From an optimization exercise on the open Yosys and OpenROAD flow, aimed at small area, a short achievable clock period and few clock cycles per item; shortcuts taken in it are not production practice.
Power is estimated from default activity; no workload was simulated.

==> inputs of 08-20 <==
// sliding_window_frame_detector_unit
module sliding_window_frame_detector_unit (
    input  logic                        clk,
    input  logic                        rst_n,
    input  logic                        in_valid,
    output logic                        in_stall,
    input  logic [7:0]                  rx_byte,
    output logic                        out_valid,
    input  logic                        out_stall,
    output logic                        frame_found,
    output logic [7:0]                  frame_address,
    output logic                        has_word,
    output logic [swfd_pkg::WIDX_W-1:0] word_index,
    output logic [15:0]                 data_word,
    output logic                        last,
    input  logic                        cfg_we,
    input  logic [swfd_pkg::CFG_W-1:0]  cfg_wdata
);
clock: 6.0 ns
lec_check: 0
abc_clock_period_in_ps: 2500
cap_margin: 20
core_margin: 2
core_utilization: 40
cts_cluster_diameter: 120
cts_cluster_size: 24
setup_slack_margin: 3.5
slew_margin: 20
standard.sh (not shown) runs the stock make flow with config.mk's settings and CLKGATE_MAP_FILE= SYNTH_SCRIPT=/design/flow/synth_recipe.tcl, a recipe that flattens the netlist after the stock synthesis.
==> flow/flow/run.sh <==
#!/bin/bash
# The standard layout (standard synthesis included), with plain buffers on the ports
# instead of the delay cells the placer picks by default.
set -euo pipefail
bash standard.sh "BUFFER_PORTS_ARGS=-buffer_cell sky130_fd_sc_hd__buf_4" finish > make_finish.log 2>&1
==> inputs of 04-28, as changes to 08-20 <==
--- a/flow/design.v
+++ b/flow/design.v
@@ -105,13 +105,12 @@
     assign in_stall = in_stall_reg;
     assign accept   = in_valid && !in_stall_reg;
     assign consume  = h_v && consume_ok;
     logic [HD*8-1:0] hist_flat;
     logic [7:0]      hist [HD];
     logic [PW-1:0]   vcnt_reg;       
-    logic            vcnt4;          
     logic            replay;         
     swfd_ram #(
         .WIDTH (8),
         .DEPTH (HD)
     ) u_hist (
         .clk   (clk),
@@ -133,102 +132,65 @@
     logic          step;
     logic [3:0]    hz;               
     logic [1:0]    hsz;              
     logic [CW-1:0] s_n;              
     logic [PW-1:0] rc;               
     logic          s_ok;             
-    logic          rp_zero;          
-    logic          rp_type;          
-    logic          rp_at_type;       
     assign step     = consume || replay;
     assign cur_b    = replay ? hist[HD-1] : h_b;
-    assign cur_zero = replay ? rp_zero : h_zero;
-    assign cur_type = replay ? rp_type : h_type;
+    assign cur_zero = replay ? (hist[HD-1] == swfd_pkg::MARKER) : h_zero;
+    assign cur_type = replay ? (hist[HD-1] == swfd_pkg::FRAME_TYPE) : h_type;
     assign cur_size = cur_b[0] && (cur_b >= 8'(swfd_pkg::FRAME_OVERHEAD)) && (cur_b <= 8'(swfd_pkg::FRAME_MAX));
     assign cur_n    = replay ? s_n : h_n;
     logic [7:0]    sz;
     logic          hdr_pat;
     logic          hdr;
     logic [15:0]   hdr_crc;
     logic [15:0]   crc_a, crc_b;
     assign sz      = hist[1];
     assign hdr_pat = hz[3] && hz[2] && hsz[1] && cur_type;
-    assign hdr     = hdr_pat && (replay ? (s_ok && rp_at_type) : vcnt4);
+    assign hdr     = hdr_pat && (replay ? (s_ok && rc == {s_n + CW'(2), 1'b0})
+                                        : (vcnt_reg >= PW'(4)));
     swfd_crc_unit u_crc_sz (.crc_in(swfd_pkg::CRC_00), .data_in({2'b00, sz[5:1], 1'b1}), .crc_out(crc_a));
     swfd_crc_unit u_crc_ad (.crc_in(crc_a),            .data_in(hist[0]),              .crc_out(crc_b));
     swfd_crc_unit u_crc_ty (.crc_in(crc_b),            .data_in(swfd_pkg::FRAME_TYPE), .crc_out(hdr_crc));
     logic          tv;
     logic [15:0]   tcrc;
     logic [PW-1:0] trem;
-    logic [3:0]    t_is;             
     logic [CW-1:0] tn;
-    logic          tn_h, tn_s;       
-    logic [CW-1:0] tn_nx, h_n_nx, s_n_nx;
     logic [7:0]    taddr;
     logic [15:0]   tupd;
     logic          tchk;
     logic          t_open;           
     logic          trk_good;
     swfd_crc_unit u_crc_trk (.crc_in(tcrc), .data_in(cur_b), .crc_out(tupd));
     always_comb
     begin
-        if (t_is[3])
-        begin
-            tchk = (tcrc[7:0] == cur_b);
-        end
-        else if (t_is[2])
-        begin
-            tchk = (tcrc[15:8] == cur_b);
-        end
-        else if (t_is[1])
-        begin
-            tchk = cur_zero;
-        end
-        else
-        begin
-            tchk = !t_is[0];
-        end
+        unique case (trem)
+            PW'(4):  tchk = (tcrc[7:0]  == cur_b);
+            PW'(3):  tchk = (tcrc[15:8] == cur_b);
+            PW'(2):  tchk = cur_zero;
+            PW'(1):  tchk = 1'b0;
+            default: tchk = 1'b1;
+        endcase
     end
     assign t_open   = tv && tchk;
-    logic          tchk_h;
-    always_comb
-    begin
-        if (t_is[3])
-        begin
-            tchk_h = (tcrc[7:0] == h_b);
-        end
-        else if (t_is[2])
-        begin
-            tchk_h = (tcrc[15:8] == h_b);
-        end
-        else if (t_is[1])
-        begin
-            tchk_h = h_zero;
-        end
-        else
-        begin
-            tchk_h = !t_is[0];
-        end
-    end
-    assign trk_good = tv && t_is[0] && (replay ? tn_s : tn_h) && cur_zero;
-    assign tn_nx  = (step && hdr) ? CW'((sz - 8'(swfd_pkg::FRAME_OVERHEAD)) >> 1) : tn;
-    assign h_n_nx = accept ? n_cap : h_n;
-    assign s_n_nx = consume ? h_n : s_n;
+    assign trk_good = tv && (trem == PW'(1)) && (tn == cur_n) && cur_zero;
     logic          u_v;
     logic [PW-1:0] u_rem;
     logic [PW-1:0] wide_cnt;
     logic          u_end;
     logic          u_keep;
     logic          trig;
     logic          moved;            
     assign u_end  = u_v && (u_rem == PW'(1));
     assign u_keep = u_v && !u_end;
     assign trig   = h_zero && hz[0] && !trk_good && (u_end || (wide_cnt != '0));
-    assign moved  = tv && tchk_h && (hdr || trig);
+    assign moved  = t_open && (hdr || trig);
     logic            r0_v, r0_sp, r0_good, r0_hasw, r0_last, r0_sh, r0_first;
-    logic [WIW-1:0]  r0_m;           
+    logic [MW-1:0]   r0_oh;          
     logic            r1_v, r1_sp, r1_good, r1_hasw, r1_last;
     logic [WIW-1:0]  r1_m;
     logic            out_take;
     logic            r0_issue;
     logic            r0_free;        
     logic            replay_end;
@@ -239,29 +201,32 @@
     logic [WIW-1:0]  nd_m;
     assign nd_sp   = trig;
     assign nd_good = trk_good;
     assign nd_hasw = trk_good && (h_n != '0);
     assign nd_last = !nd_hasw || (h_n == CW'(1));
     assign nd_m    = WIW'(h_n - CW'(1));
-    logic replay_reg;
-    assign replay     = replay_reg;
+    assign replay     = r0_v && r0_sp;
     assign replay_end = replay && (rc == '0);
     assign rp_hasw    = trk_good && (s_n != '0);
     assign consume_ok = !r1_v && !(r0_v && (r0_sp || !r0_last));
     assign out_take   = !out_valid || !out_stall;
     assign r0_issue   = out_take && r0_v && !r0_sp;
     assign r0_free    = !r0_v || (r0_issue && r0_last);
     assign pair0 = r0_sh ? {hist[5], hist[6]} : {hist[4], hist[5]};
     always_comb
     begin
-        word = (r0_m == '0) ? pair0 : 16'h0000;
+        word = r0_oh[0] ? pair0 : 16'h0000;
         for (int m = 1; m < MW; m++)
         begin
-            word = word | ((r0_m == WIW'(m)) ? {hist[2*m+4], hist[2*m+5]} : 16'h0000);
+            word = word | (r0_oh[m] ? {hist[2*m+4], hist[2*m+5]} : 16'h0000);
         end
     end
+    function automatic logic [MW-1:0] onehot(input logic [WIW-1:0] m);
+        onehot = '0;
+        onehot[m] = 1'b1;
+    endfunction
     logic r0_v_n, r0_sp_n, r0_last_n, r1_v_n, h_v_n;
     always_comb
     begin
         r0_v_n    = r0_v;
         r0_sp_n   = r0_sp;
         r0_last_n = r0_last;
@@ -291,55 +256,22 @@
             if (consume)
             begin
                 r1_v_n = 1'b1;
             end
             if (r0_issue)
             begin
-                r0_last_n = (r0_m == WIW'(1));
+                r0_last_n = r0_oh[1];
             end
             else if (replay_end)
             begin
                 r0_sp_n   = 1'b0;
                 r0_last_n = !rp_hasw || (s_n == CW'(1));
             end
         end
         h_v_n = accept || (h_v && !consume);
     end
-    logic maybe_good, maybe_trig, busy_n;
-    assign maybe_good = tv && t_is[0] && tn_h && h_zero;
-    assign maybe_trig = h_zero && hz[0] && (u_end || (wide_cnt != '0));
-    always_comb
-    begin
-        if (r0_free)
-        begin
-            if (r1_v)
-            begin
-                busy_n = r1_sp || !r1_last;
-            end
-            else
-            begin
-                busy_n = consume && (maybe_trig || (maybe_good && h_n > CW'(1)));
-            end
-        end
-        else if (r1_v || consume)
-        begin
-            busy_n = 1'b1;
-        end
-        else if (r0_issue)
-        begin
-            busy_n = (r0_m != WIW'(1));
-        end
-        else if (replay_end)
-        begin
-            busy_n = tv && t_is[0] && tn_s && s_n > CW'(1);
-        end
-        else
-        begin
-            busy_n = r0_sp || !r0_last;
-        end
-    end
     logic             found_reg;
     logic [7:0]       faddr_reg;
     logic             has_word_reg;
     logic [WIW-1:0]   widx_reg;
     logic [15:0]      data_reg;
     logic             last_reg;
@@ -348,50 +280,43 @@
         if (!rst_n)
         begin
             word_count_reg <= swfd_pkg::WORD_COUNT_RESET;
             h_v            <= 1'b0;
             in_stall_reg   <= 1'b0;
             vcnt_reg       <= '0;
-            vcnt4          <= 1'b0;
             hz             <= '0;
             hsz            <= '0;
             tv             <= 1'b0;
             u_v            <= 1'b0;
             wide_cnt       <= '0;
             r0_v           <= 1'b0;
             r1_v           <= 1'b0;
-            replay_reg     <= 1'b0;
             out_valid      <= 1'b0;
         end
         else
         begin
             if (cfg_we)
             begin
                 word_count_reg <= cfg_wdata;
             end
             h_v          <= h_v_n;
-            in_stall_reg <= h_v_n && busy_n;
+            in_stall_reg <= h_v_n && !(!r1_v_n && !(r0_v_n && (r0_sp_n || !r0_last_n)));
             r0_v         <= r0_v_n;
             r1_v         <= r1_v_n;
-            replay_reg   <= r0_v_n && r0_sp_n;
             if (step)
             begin
                 hz  <= {hz[2:0], cur_zero};
                 hsz <= {hsz[0], cur_size};
                 tv  <= hdr || (t_open && !(consume && trig));
             end
             if (consume)
             begin
                 if (vcnt_reg != '1)
                 begin
                     vcnt_reg <= vcnt_reg + PW'(1);
                 end
-                if (vcnt_reg == PW'(3))
-                begin
-                    vcnt4 <= 1'b1;
-                end
                 if (moved && !u_keep)
                 begin
                     u_v <= 1'b1;
                 end
                 else if (u_end)
                 begin
@@ -418,34 +343,28 @@
         begin
             h_b    <= rx_byte;
             h_n    <= n_cap;
             h_zero <= (rx_byte == swfd_pkg::MARKER);
             h_type <= (rx_byte == swfd_pkg::FRAME_TYPE);
         end
-        tn_h <= (tn_nx == h_n_nx);
-        tn_s <= (tn_nx == s_n_nx);
         if (step)
         begin
-            rp_zero <= (hist[HD-2] == swfd_pkg::MARKER);
-            rp_type <= (hist[HD-2] == swfd_pkg::FRAME_TYPE);
             if (hdr)
             begin
                 tcrc  <= hdr_crc;
                 trem  <= PW'(sz - 8'd5);
-                t_is  <= {sz[5:1] == 5'd4, 3'b000};
                 tn    <= CW'((sz - 8'(swfd_pkg::FRAME_OVERHEAD)) >> 1);
                 taddr <= hist[0];
             end
             else
             begin
-                if (t_is == '0)
+                if (trem >= PW'(5))
                 begin
                     tcrc <= tupd;
                 end
                 trem <= trem - PW'(1);
-                t_is <= {trem == PW'(5), t_is[3:1]};
             end
         end
         if (consume)
         begin
             if (moved && !u_keep)
             begin
@@ -456,53 +375,51 @@
                 u_rem <= u_rem - PW'(1);
             end
         end
         if (consume)
         begin
             rc   <= PW'(HD - 1);
-            rp_at_type <= 1'b0;
             s_n  <= h_n;
             s_ok <= (vcnt_reg >= PW'(swfd_pkg::FRAME_OVERHEAD - 1) + PW'({h_n, 1'b0}));
         end
         else if (replay)
         begin
             rc <= rc - PW'(1);
-            rp_at_type <= (rc == {s_n + CW'(2), 1'b0} + PW'(1));
         end
         if (r0_free)
         begin
             r0_sh    <= 1'b0;
             r0_first <= 1'b1;
             if (r1_v)
             begin
                 r0_sp   <= r1_sp;
                 r0_good <= r1_good;
                 r0_hasw <= r1_hasw;
                 r0_last <= r1_last;
-                r0_m    <= r1_m;
+                r0_oh   <= onehot(r1_m);
             end
             else
             begin
                 r0_sp   <= nd_sp;
                 r0_good <= nd_good;
                 r0_hasw <= nd_hasw;
                 r0_last <= nd_last;
-                r0_m    <= nd_m;
+                r0_oh   <= onehot(nd_m);
             end
         end
         else
         begin
             if (consume)
             begin
                 r0_sh <= 1'b1;
             end
             if (r0_issue)
             begin
                 r0_first <= 1'b0;
-                r0_last  <= (r0_m == WIW'(1));
-                r0_m     <= r0_m - WIW'(1);
+                r0_last  <= r0_oh[1];
+                r0_oh    <= r0_oh >> 1;
             end
             else if (replay_end)
             begin
                 r0_sp   <= 1'b0;
                 r0_good <= trk_good;
                 r0_hasw <= rp_hasw;
@@ -523,21 +440,12 @@
             faddr_reg    <= r0_good ? taddr : 8'h00;
             has_word_reg <= r0_hasw;
             widx_reg     <= r0_first ? '0 : widx_reg + WIW'(1);
             data_reg     <= r0_hasw ? word : 16'h0000;
             last_reg     <= r0_last;
         end
-        else
-        begin
-            found_reg    <= found_reg    & out_valid;
-            faddr_reg    <= faddr_reg    & {8{out_valid}};
-            has_word_reg <= has_word_reg & out_valid;
-            widx_reg     <= widx_reg     & {WIW{out_valid}};
-            data_reg     <= data_reg     & {16{out_valid}};
-            last_reg     <= last_reg     & out_valid;
-        end
     end
     assign frame_found   = found_reg;
     assign frame_address = faddr_reg;
     assign has_word      = has_word_reg;
     assign word_index    = widx_reg;
     assign data_word     = data_reg;
==> flow/run.sh (new file) <==
#!/bin/bash
# synth_recipe.tcl (not shown) runs the flow's synth.tcl, then flattens the netlist and writes it again
# the make line also repeats each setting of config.mk as NAME=value (left out here)
make -C /OpenROAD-flow-scripts/flow DESIGN_CONFIG=/design/flow/config.mk WORK_HOME=/design/flow/orfs CLKGATE_MAP_FILE= SYNTH_SCRIPT=/design/flow/synth_recipe.tcl finish
removed: flow/flow/run.sh
removed: flow/standard.sh
==> inputs of 02-11, as changes to 08-20 <==
--- a/flow/design.v
+++ b/flow/design.v
@@ -105,13 +105,12 @@
     assign in_stall = in_stall_reg;
     assign accept   = in_valid && !in_stall_reg;
     assign consume  = h_v && consume_ok;
     logic [HD*8-1:0] hist_flat;
     logic [7:0]      hist [HD];
     logic [PW-1:0]   vcnt_reg;       
-    logic            vcnt4;          
     logic            replay;         
     swfd_ram #(
         .WIDTH (8),
         .DEPTH (HD)
     ) u_hist (
         .clk   (clk),
@@ -149,86 +148,62 @@
     logic          hdr_pat;
     logic          hdr;
     logic [15:0]   hdr_crc;
     logic [15:0]   crc_a, crc_b;
     assign sz      = hist[1];
     assign hdr_pat = hz[3] && hz[2] && hsz[1] && cur_type;
-    assign hdr     = hdr_pat && (replay ? (s_ok && rp_at_type) : vcnt4);
+    assign hdr     = hdr_pat && (replay ? (s_ok && rp_at_type) : (vcnt_reg >= PW'(4)));
     swfd_crc_unit u_crc_sz (.crc_in(swfd_pkg::CRC_00), .data_in({2'b00, sz[5:1], 1'b1}), .crc_out(crc_a));
     swfd_crc_unit u_crc_ad (.crc_in(crc_a),            .data_in(hist[0]),              .crc_out(crc_b));
     swfd_crc_unit u_crc_ty (.crc_in(crc_b),            .data_in(swfd_pkg::FRAME_TYPE), .crc_out(hdr_crc));
     logic          tv;
     logic [15:0]   tcrc;
     logic [PW-1:0] trem;
-    logic [3:0]    t_is;             
     logic [CW-1:0] tn;
-    logic          tn_h, tn_s;       
-    logic [CW-1:0] tn_nx, h_n_nx, s_n_nx;
     logic [7:0]    taddr;
     logic [15:0]   tupd;
     logic          tchk;
     logic          t_open;           
     logic          trk_good;
     swfd_crc_unit u_crc_trk (.crc_in(tcrc), .data_in(cur_b), .crc_out(tupd));
     always_comb
     begin
-        if (t_is[3])
-        begin
-            tchk = (tcrc[7:0] == cur_b);
-        end
-        else if (t_is[2])
-        begin
-            tchk = (tcrc[15:8] == cur_b);
-        end
-        else if (t_is[1])
-        begin
-            tchk = cur_zero;
-        end
-        else
-        begin
-            tchk = !t_is[0];
-        end
+        unique case (trem)
+            PW'(4):  tchk = (tcrc[7:0]  == cur_b);
+            PW'(3):  tchk = (tcrc[15:8] == cur_b);
+            PW'(2):  tchk = cur_zero;
+            PW'(1):  tchk = 1'b0;
+            default: tchk = 1'b1;
+        endcase
     end
     assign t_open   = tv && tchk;
     logic          tchk_h;
     always_comb
     begin
-        if (t_is[3])
-        begin
-            tchk_h = (tcrc[7:0] == h_b);
-        end
-        else if (t_is[2])
-        begin
-            tchk_h = (tcrc[15:8] == h_b);
-        end
-        else if (t_is[1])
-        begin
-            tchk_h = h_zero;
-        end
-        else
-        begin
-            tchk_h = !t_is[0];
-        end
+        unique case (trem)
+            PW'(4):  tchk_h = (tcrc[7:0]  == h_b);
+            PW'(3):  tchk_h = (tcrc[15:8] == h_b);
+            PW'(2):  tchk_h = h_zero;
+            PW'(1):  tchk_h = 1'b0;
+            default: tchk_h = 1'b1;
+        endcase
     end
-    assign trk_good = tv && t_is[0] && (replay ? tn_s : tn_h) && cur_zero;
-    assign tn_nx  = (step && hdr) ? CW'((sz - 8'(swfd_pkg::FRAME_OVERHEAD)) >> 1) : tn;
-    assign h_n_nx = accept ? n_cap : h_n;
-    assign s_n_nx = consume ? h_n : s_n;
+    assign trk_good = tv && (trem == PW'(1)) && (tn == cur_n) && cur_zero;
     logic          u_v;
     logic [PW-1:0] u_rem;
     logic [PW-1:0] wide_cnt;
     logic          u_end;
     logic          u_keep;
     logic          trig;
     logic          moved;            
     assign u_end  = u_v && (u_rem == PW'(1));
     assign u_keep = u_v && !u_end;
     assign trig   = h_zero && hz[0] && !trk_good && (u_end || (wide_cnt != '0));
     assign moved  = tv && tchk_h && (hdr || trig);
     logic            r0_v, r0_sp, r0_good, r0_hasw, r0_last, r0_sh, r0_first;
-    logic [WIW-1:0]  r0_m;           
+    logic [MW-1:0]   r0_oh;          
     logic            r1_v, r1_sp, r1_good, r1_hasw, r1_last;
     logic [WIW-1:0]  r1_m;
     logic            out_take;
     logic            r0_issue;
     logic            r0_free;        
     logic            replay_end;
@@ -239,29 +214,32 @@
     logic [WIW-1:0]  nd_m;
     assign nd_sp   = trig;
     assign nd_good = trk_good;
     assign nd_hasw = trk_good && (h_n != '0);
     assign nd_last = !nd_hasw || (h_n == CW'(1));
     assign nd_m    = WIW'(h_n - CW'(1));
-    logic replay_reg;
-    assign replay     = replay_reg;
+    assign replay     = r0_v && r0_sp;
     assign replay_end = replay && (rc == '0);
     assign rp_hasw    = trk_good && (s_n != '0);
     assign consume_ok = !r1_v && !(r0_v && (r0_sp || !r0_last));
     assign out_take   = !out_valid || !out_stall;
     assign r0_issue   = out_take && r0_v && !r0_sp;
     assign r0_free    = !r0_v || (r0_issue && r0_last);
     assign pair0 = r0_sh ? {hist[5], hist[6]} : {hist[4], hist[5]};
     always_comb
     begin
-        word = (r0_m == '0) ? pair0 : 16'h0000;
+        word = r0_oh[0] ? pair0 : 16'h0000;
         for (int m = 1; m < MW; m++)
         begin
-            word = word | ((r0_m == WIW'(m)) ? {hist[2*m+4], hist[2*m+5]} : 16'h0000);
+            word = word | (r0_oh[m] ? {hist[2*m+4], hist[2*m+5]} : 16'h0000);
         end
     end
+    function automatic logic [MW-1:0] onehot(input logic [WIW-1:0] m);
+        onehot = '0;
+        onehot[m] = 1'b1;
+    endfunction
     logic r0_v_n, r0_sp_n, r0_last_n, r1_v_n, h_v_n;
     always_comb
     begin
         r0_v_n    = r0_v;
         r0_sp_n   = r0_sp;
         r0_last_n = r0_last;
@@ -291,55 +269,22 @@
             if (consume)
             begin
                 r1_v_n = 1'b1;
             end
             if (r0_issue)
             begin
-                r0_last_n = (r0_m == WIW'(1));
+                r0_last_n = r0_oh[1];
             end
             else if (replay_end)
             begin
                 r0_sp_n   = 1'b0;
                 r0_last_n = !rp_hasw || (s_n == CW'(1));
             end
         end
         h_v_n = accept || (h_v && !consume);
     end
-    logic maybe_good, maybe_trig, busy_n;
-    assign maybe_good = tv && t_is[0] && tn_h && h_zero;
-    assign maybe_trig = h_zero && hz[0] && (u_end || (wide_cnt != '0));
-    always_comb
-    begin
-        if (r0_free)
-        begin
-            if (r1_v)
-            begin
-                busy_n = r1_sp || !r1_last;
-            end
-            else
-            begin
-                busy_n = consume && (maybe_trig || (maybe_good && h_n > CW'(1)));
-            end
-        end
-        else if (r1_v || consume)
-        begin
-            busy_n = 1'b1;
-        end
-        else if (r0_issue)
-        begin
-            busy_n = (r0_m != WIW'(1));
-        end
-        else if (replay_end)
-        begin
-            busy_n = tv && t_is[0] && tn_s && s_n > CW'(1);
-        end
-        else
-        begin
-            busy_n = r0_sp || !r0_last;
-        end
-    end
     logic             found_reg;
     logic [7:0]       faddr_reg;
     logic             has_word_reg;
     logic [WIW-1:0]   widx_reg;
     logic [15:0]      data_reg;
     logic             last_reg;
@@ -348,50 +293,43 @@
         if (!rst_n)
         begin
             word_count_reg <= swfd_pkg::WORD_COUNT_RESET;
             h_v            <= 1'b0;
             in_stall_reg   <= 1'b0;
             vcnt_reg       <= '0;
-            vcnt4          <= 1'b0;
             hz             <= '0;
             hsz            <= '0;
             tv             <= 1'b0;
             u_v            <= 1'b0;
             wide_cnt       <= '0;
             r0_v           <= 1'b0;
             r1_v           <= 1'b0;
-            replay_reg     <= 1'b0;
             out_valid      <= 1'b0;
         end
         else
         begin
             if (cfg_we)
             begin
                 word_count_reg <= cfg_wdata;
             end
             h_v          <= h_v_n;
-            in_stall_reg <= h_v_n && busy_n;
+            in_stall_reg <= h_v_n && !(!r1_v_n && !(r0_v_n && (r0_sp_n || !r0_last_n)));
             r0_v         <= r0_v_n;
             r1_v         <= r1_v_n;
-            replay_reg   <= r0_v_n && r0_sp_n;
             if (step)
             begin
                 hz  <= {hz[2:0], cur_zero};
                 hsz <= {hsz[0], cur_size};
                 tv  <= hdr || (t_open && !(consume && trig));
             end
             if (consume)
             begin
                 if (vcnt_reg != '1)
                 begin
                     vcnt_reg <= vcnt_reg + PW'(1);
                 end
-                if (vcnt_reg == PW'(3))
-                begin
-                    vcnt4 <= 1'b1;
-                end
                 if (moved && !u_keep)
                 begin
                     u_v <= 1'b1;
                 end
                 else if (u_end)
                 begin
@@ -418,34 +356,30 @@
         begin
             h_b    <= rx_byte;
             h_n    <= n_cap;
             h_zero <= (rx_byte == swfd_pkg::MARKER);
             h_type <= (rx_byte == swfd_pkg::FRAME_TYPE);
         end
-        tn_h <= (tn_nx == h_n_nx);
-        tn_s <= (tn_nx == s_n_nx);
         if (step)
         begin
             rp_zero <= (hist[HD-2] == swfd_pkg::MARKER);
             rp_type <= (hist[HD-2] == swfd_pkg::FRAME_TYPE);
             if (hdr)
             begin
                 tcrc  <= hdr_crc;
                 trem  <= PW'(sz - 8'd5);
-                t_is  <= {sz[5:1] == 5'd4, 3'b000};
                 tn    <= CW'((sz - 8'(swfd_pkg::FRAME_OVERHEAD)) >> 1);
                 taddr <= hist[0];
             end
             else
             begin
-                if (t_is == '0)
+                if (trem >= PW'(5))
                 begin
                     tcrc <= tupd;
                 end
                 trem <= trem - PW'(1);
-                t_is <= {trem == PW'(5), t_is[3:1]};
             end
         end
         if (consume)
         begin
             if (moved && !u_keep)
             begin
@@ -475,34 +409,34 @@
             if (r1_v)
             begin
                 r0_sp   <= r1_sp;
                 r0_good <= r1_good;
                 r0_hasw <= r1_hasw;
                 r0_last <= r1_last;
-                r0_m    <= r1_m;
+                r0_oh   <= onehot(r1_m);
             end
             else
             begin
                 r0_sp   <= nd_sp;
                 r0_good <= nd_good;
                 r0_hasw <= nd_hasw;
                 r0_last <= nd_last;
-                r0_m    <= nd_m;
+                r0_oh   <= onehot(nd_m);
             end
         end
         else
         begin
             if (consume)
             begin
                 r0_sh <= 1'b1;
             end
             if (r0_issue)
             begin
                 r0_first <= 1'b0;
-                r0_last  <= (r0_m == WIW'(1));
-                r0_m     <= r0_m - WIW'(1);
+                r0_last  <= r0_oh[1];
+                r0_oh    <= r0_oh >> 1;
             end
             else if (replay_end)
             begin
                 r0_sp   <= 1'b0;
                 r0_good <= trk_good;
                 r0_hasw <= rp_hasw;
==> flow/run.sh (new file) <==
#!/bin/bash
# synth_recipe.tcl (not shown) runs the flow's synth.tcl, then flattens the netlist and writes it again
# the make line also repeats each setting of config.mk as NAME=value (left out here)
make -C /OpenROAD-flow-scripts/flow DESIGN_CONFIG=/design/flow/config.mk WORK_HOME=/design/flow/orfs CLKGATE_MAP_FILE= SYNTH_SCRIPT=/design/flow/synth_recipe.tcl finish
removed: flow/flow/run.sh
removed: flow/standard.sh
==> summary of the runs <==
- Sequential power: 04-28 > 08-20 > 02-11.
- In 08-20 the non-clock buffer count is lower than in 04-28, by 42.
- Between 08-20 and 02-11, the lower global-route usage is in 02-11 (gap 0.33 points).
- In clock power, 02-11 and 08-20 hardly differ.
- In 02-11 the utilization is lower than in 04-28, by 1.1 points.
- In 02-11 the clock skew is higher than in 04-28, by 3.4 ps.
- The lowest synthesized cell count belongs to 04-28, the highest to 08-20.
- First-iteration DRC count, highest first: 08-20, 04-28, 02-11.
- The lowest worst hold slack belongs to 08-20, the highest to 04-28.
- Design area: 02-11 < 08-20 < 04-28.
- Between 04-28 and 08-20, the lower power is in 08-20 (gap about 4.3%, measured against 08-20).
No functional check of the RTL was part of any run of this note.

-- what the ideal ports hide --
The results above use ideal ports. As a check the final layouts listed here were re-extracted and re-timed, cells and wires unchanged.
Step 1 (the two cells are an assumption about what drives the block):
set clk [get_ports {clk}]
set_driving_cell -lib_cell sky130_fd_sc_hd__clkbuf_16 $clk
set_driving_cell -lib_cell sky130_fd_sc_hd__buf_2 [delete_from_list [all_inputs] $clk]
Step 2 also shifts input and output timing later by t, the mid clock arrival at the registers, as if the neighbouring blocks saw the same clock.
a / b / c = no drivers / after step 1 / after step 2; a / b = the first two.
| run | t, ns | setup WS [ns] | latest minus earliest clock arrival (ns) | worst register clock-pin slew, ns |
|---|---|---|---|---|
| 08-20 | 0.619 | 3.495 / 3.495 / 3.119 | 0.033 / 0.032 | 0.10 / 0.10 |
| 04-28 | 0.621 | 3.284 / 3.284 / 3.077 | 0.027 / 0.027 | 0.10 / 0.10 |
| 02-11 | 0.631 | 3.232 / 3.232 / 2.985 | 0.025 / 0.026 | 0.10 / 0.10 |
After both steps every run listed still meets setup and hold. For 08-20, which loses most, drivers alone change the setup slack by 0.000 ns; drivers and shift together by -0.376 ns.
